This design comes from an exercise in tuning for small area and a short achievable clock period on the open sky130 flow, not from production work. In this exercise RTL edits were held to simulation tests only and were not proved equivalent to the original. Power and IR drop assume default switching activity.

==> flow/design.v (excerpt) <==
module ex_stage (
    input  logic        clk,
    input  logic        rst_n,
    input  logic        flush,
    input  logic        in_valid,
    input  logic [6:0]  in_opcode,
    input  logic [4:0]  in_rd,
    input  logic [2:0]  in_funct3,
    input  logic [6:0]  in_funct7,
    input  logic [31:0] in_imm,
    input  logic [31:0] in_pc,
    input  logic [31:0] in_rs1_val,
    input  logic [31:0] in_rs2_val,
    output logic        out_valid,
    output logic [4:0]  out_rd,
    output logic        out_rd_we,
    output logic [31:0] out_rd_val,
    output logic [31:0] out_pc,
    output logic        out_jump,
    output logic [31:0] out_jump_pc,
    output logic        out_illegal
);
export LEC_CHECK = 0
export CAP_MARGIN = 20
export CORE_MARGIN = 2
export CORE_UTILIZATION = 45
export SETUP_SLACK_MARGIN = 2.85
export SLEW_MARGIN = 20
create_clock -name core_clock -period 5.0 [get_ports {clk}]
standard.sh (not shown) runs the stock make flow with config.mk's settings and CLKGATE_MAP_FILE= SYNTH_SCRIPT=/design/flow/synth_recipe.tcl, a recipe that flattens the netlist after the stock synthesis.
==> flow/flow/run.sh <==
#!/bin/bash
# ORFS's synthesis as synth_recipe.tcl runs it (same registers), except that
# the full/half adder extraction is skipped and ABC maps with
# flow/abc.script; then the standard layout, with plain buf_1 cells as port
# buffers, clock tree clusters of up to 24 sinks under clkbuf_16 cells, and
# no gate cloning in timing repair.
set -euo pipefail
W=$PWD
{
  cat <<EOT
proc extract_fa {args} {}
proc abc {args} {
  set i [lsearch -exact \$args -script]
  lset args [expr {\$i + 1}] $W/flow/abc.script
  yosys abc {*}\$args
}
EOT
  cat synth_recipe.tcl
} > synth_custom.tcl
bash standard.sh SYNTH_SCRIPT=$W/synth_custom.tcl synth > synth.log 2>&1
SKIP_GATE_CLONING=1 CTS_ARGS="-sink_clustering_enable -repair_clock_nets -buf_list sky130_fd_sc_hd__clkbuf_16 -sink_clustering_size 24 -sink_clustering_max_diameter 120 -dont_use_dummy_load" BUFFER_PORTS_ARGS="-buffer_cell sky130_fd_sc_hd__buf_1" bash standard.sh finish > layout.log 2>&1
==> flow/flow/abc.script <==
strash
dch
map -B 0.9
topo
stime -c
buffer -c
upsize -c
dnsize -c
Next try:
==> flow/flow/run.sh (replaced) <==
#!/bin/bash
# ORFS's synthesis as synth_recipe.tcl runs it (same registers), except that
# the full/half adder extraction is skipped and ABC maps with
# flow/abc.script; then the standard layout, with plain buf_1 cells as port
# buffers and clock tree clusters of up to 24 sinks under clkbuf_16 cells.
set -euo pipefail
W=$PWD
{
  cat <<EOT
proc extract_fa {args} {}
proc abc {args} {
  set i [lsearch -exact \$args -script]
  lset args [expr {\$i + 1}] $W/flow/abc.script
  yosys abc {*}\$args
}
EOT
  cat synth_recipe.tcl
} > synth_custom.tcl
bash standard.sh SYNTH_SCRIPT=$W/synth_custom.tcl synth > synth.log 2>&1
CTS_ARGS="-sink_clustering_enable -repair_clock_nets -buf_list sky130_fd_sc_hd__clkbuf_16 -sink_clustering_size 24 -sink_clustering_max_diameter 120 -dont_use_dummy_load" BUFFER_PORTS_ARGS="-buffer_cell sky130_fd_sc_hd__buf_1" bash standard.sh finish > layout.log 2>&1
- CORE_UTILIZATION: 45 -> 55
- SETUP_SLACK_MARGIN: 2.85 -> 2.8
The new run finished with timing, DRC and antenna clean.
Wire length fell by 4.6%.
Setup slack loses 0.0095 ns.
Non-clock buffer count fell by 8.
Via count climbs by 3.6%.
Synthesized area does not change.
Power drops by 0.59%.
Cell area fell by 2.2%.

* * *

Starting RTL as in the previous note.
clock: 5.0 ns
lec_check: 0
cap_margin: 20
core_margin: 2
core_utilization: 45
place_density: 0.72
setup_slack_margin: 2.8
slew_margin: 20
==> flow/flow/run.sh <==
#!/bin/bash
# ORFS's synthesis as synth_recipe.tcl runs it (same registers), except that
# the full/half adder extraction is skipped and ABC maps with
# flow/abc.script; then the standard layout, with plain buf_1 cells as port
# buffers and clock tree clusters of up to 24 sinks under clkbuf_16 cells.
set -euo pipefail
W=$PWD
{
  cat <<EOT
proc extract_fa {args} {}
proc abc {args} {
  set i [lsearch -exact \$args -script]
  lset args [expr {\$i + 1}] $W/flow/abc.script
  yosys abc {*}\$args
}
EOT
  cat synth_recipe.tcl
} > synth_custom.tcl
bash standard.sh SYNTH_SCRIPT=$W/synth_custom.tcl synth > synth.log 2>&1
CTS_ARGS="-sink_clustering_enable -repair_clock_nets -buf_list sky130_fd_sc_hd__clkbuf_16 -sink_clustering_size 24 -sink_clustering_max_diameter 120 -dont_use_dummy_load" BUFFER_PORTS_ARGS="-buffer_cell sky130_fd_sc_hd__buf_1" bash standard.sh finish > layout.log 2>&1
Scripts as last shown in full above: flow/flow/abc.script
Rerun with:
--- a/flow/flow/run.sh
+++ b/flow/flow/run.sh
@@ -1,7 +1,6 @@
 #!/bin/bash
-# ORFS's synthesis as synth_recipe.tcl runs it (same registers), except that
-# the full/half adder extraction is skipped and ABC maps with
-# flow/abc.script; then the standard layout, with plain buf_1 cells as port
-# buffers and clock tree clusters of up to 24 sinks under clkbuf_16 cells.
+# ORFS's synthesis as synth_recipe.tcl runs it, except that the full/half
+# adder extraction is skipped and ABC maps with flow/abc.script; then the
+# standard layout with plain buf_1 cells as port buffers.
 set -euo pipefail
 W=$PWD
- PLACE_DENSITY: 0.72 -> unset
- SETUP_SLACK_MARGIN: 2.8 -> 2.65
Outcome:
- The changed run finished clean
- combinational power went down by about 9%
- cell area falls by 3.7%
- wire length goes down by 4.8%
- sequential share of layout area goes up by 1.1 points
- power is lower by 2.5%
- setup slack loses 0.083 ns
- clock skew went up by 0.014 ns
- synthesized cell count is unchanged
- area after synthesis is unchanged
- final cell count decreases by 0.96%
- register-to-register slack is worse by 0.06 ns
Rerun with:
--- a/flow/flow/run.sh
+++ b/flow/flow/run.sh
@@ -1,6 +1,7 @@
 #!/bin/bash
-# ORFS's synthesis as synth_recipe.tcl runs it, except that the full/half
-# adder extraction is skipped and ABC maps with flow/abc.script; then the
-# standard layout with plain buf_1 cells as port buffers.
+# ORFS's synthesis as synth_recipe.tcl runs it (same registers), except that
+# the full/half adder extraction is skipped and ABC maps with
+# flow/abc.script; then the standard layout, with plain buf_1 cells as port
+# buffers and clock tree clusters of up to 24 sinks under clkbuf_16 cells.
 set -euo pipefail
 W=$PWD
- CAP_MARGIN: 20 -> 5
- SETUP_SLACK_MARGIN: 2.65 -> 2.8
- SLEW_MARGIN: 20 -> 5
Synthesized area does not change.
Setup slack is better by 0.11 ns.
Final cell count grows by about 0.9%.
Global-route usage grows by 0.30 points.
Clock-buffer cell count stays the same.
Cell area grows by about 3.2%.
Wire length grows by 5.4%.
Total power grows by 2.0%.
Core utilization grows by 1.7 points.
First-iteration DRC count grows by about 1.1%.
Rerun with:
- CAP_MARGIN: 5 -> 20
- SLEW_MARGIN: 5 -> 20
- TNS_END_PERCENT: unset -> 20
Effect: The new run passed the timing, design-rule and antenna checks; power rose slightly; register-to-register slack gets worse by 0.02 ns; combinational power hardly moves; area after synthesis stays the same; clock power is about the same; clock skew rose by 0.014 ns; routed wire length goes down slightly; clock-buffer cell count stays the same; worst hold slack got worse by 0.014 ns; global-route usage rises by 0.20 points; fmax decreases by a few percent.

[static timing again, ports no longer ideal]
No port has a modelled driver above. Below, the same layouts with a new extraction and two added sets of constraints.
Step 1 assumes that a clkbuf_16 drives the clock port and a buf_2 every other input.
Step 2 adds t to the input delays and takes it off the output delays; t is the mean of the earliest and latest rising clock arrival at the registers after step 1. Input paths then give back, and output paths get back, about the clock's delay inside the block.
Slacks: ideal ports / drivers / drivers and shift; pairs: ideal ports / drivers.
| run | t, ns | slack for setup (ns) | slew at the worst register clock pin (ns) |
|---|---|---|---|
| the first run of note 1 | 0.518 | 2.837 / 2.839 / 2.321 | 0.10 / 0.10 |
| the second run of note 1 | 0.523 | 2.827 / 2.843 / 2.320 | 0.09 / 0.09 |
| the first run of note 2 | 0.528 | 2.794 / 2.823 / 2.294 | 0.10 / 0.10 |
| the second run of note 2 | 0.528 | 2.712 / 2.739 / 2.211 | 0.11 / 0.11 |
| the third run of note 2 | 0.522 | 2.817 / 2.849 / 2.327 | 0.09 / 0.09 |
| the fourth run of note 2 | 0.527 | 2.700 / 2.730 / 2.203 | 0.10 / 0.10 |
After both steps every run listed still meets setup and hold. The setup slack of the first run of note 1, which loses most, moves by +0.002 ns with the drivers and by -0.516 ns with both steps.
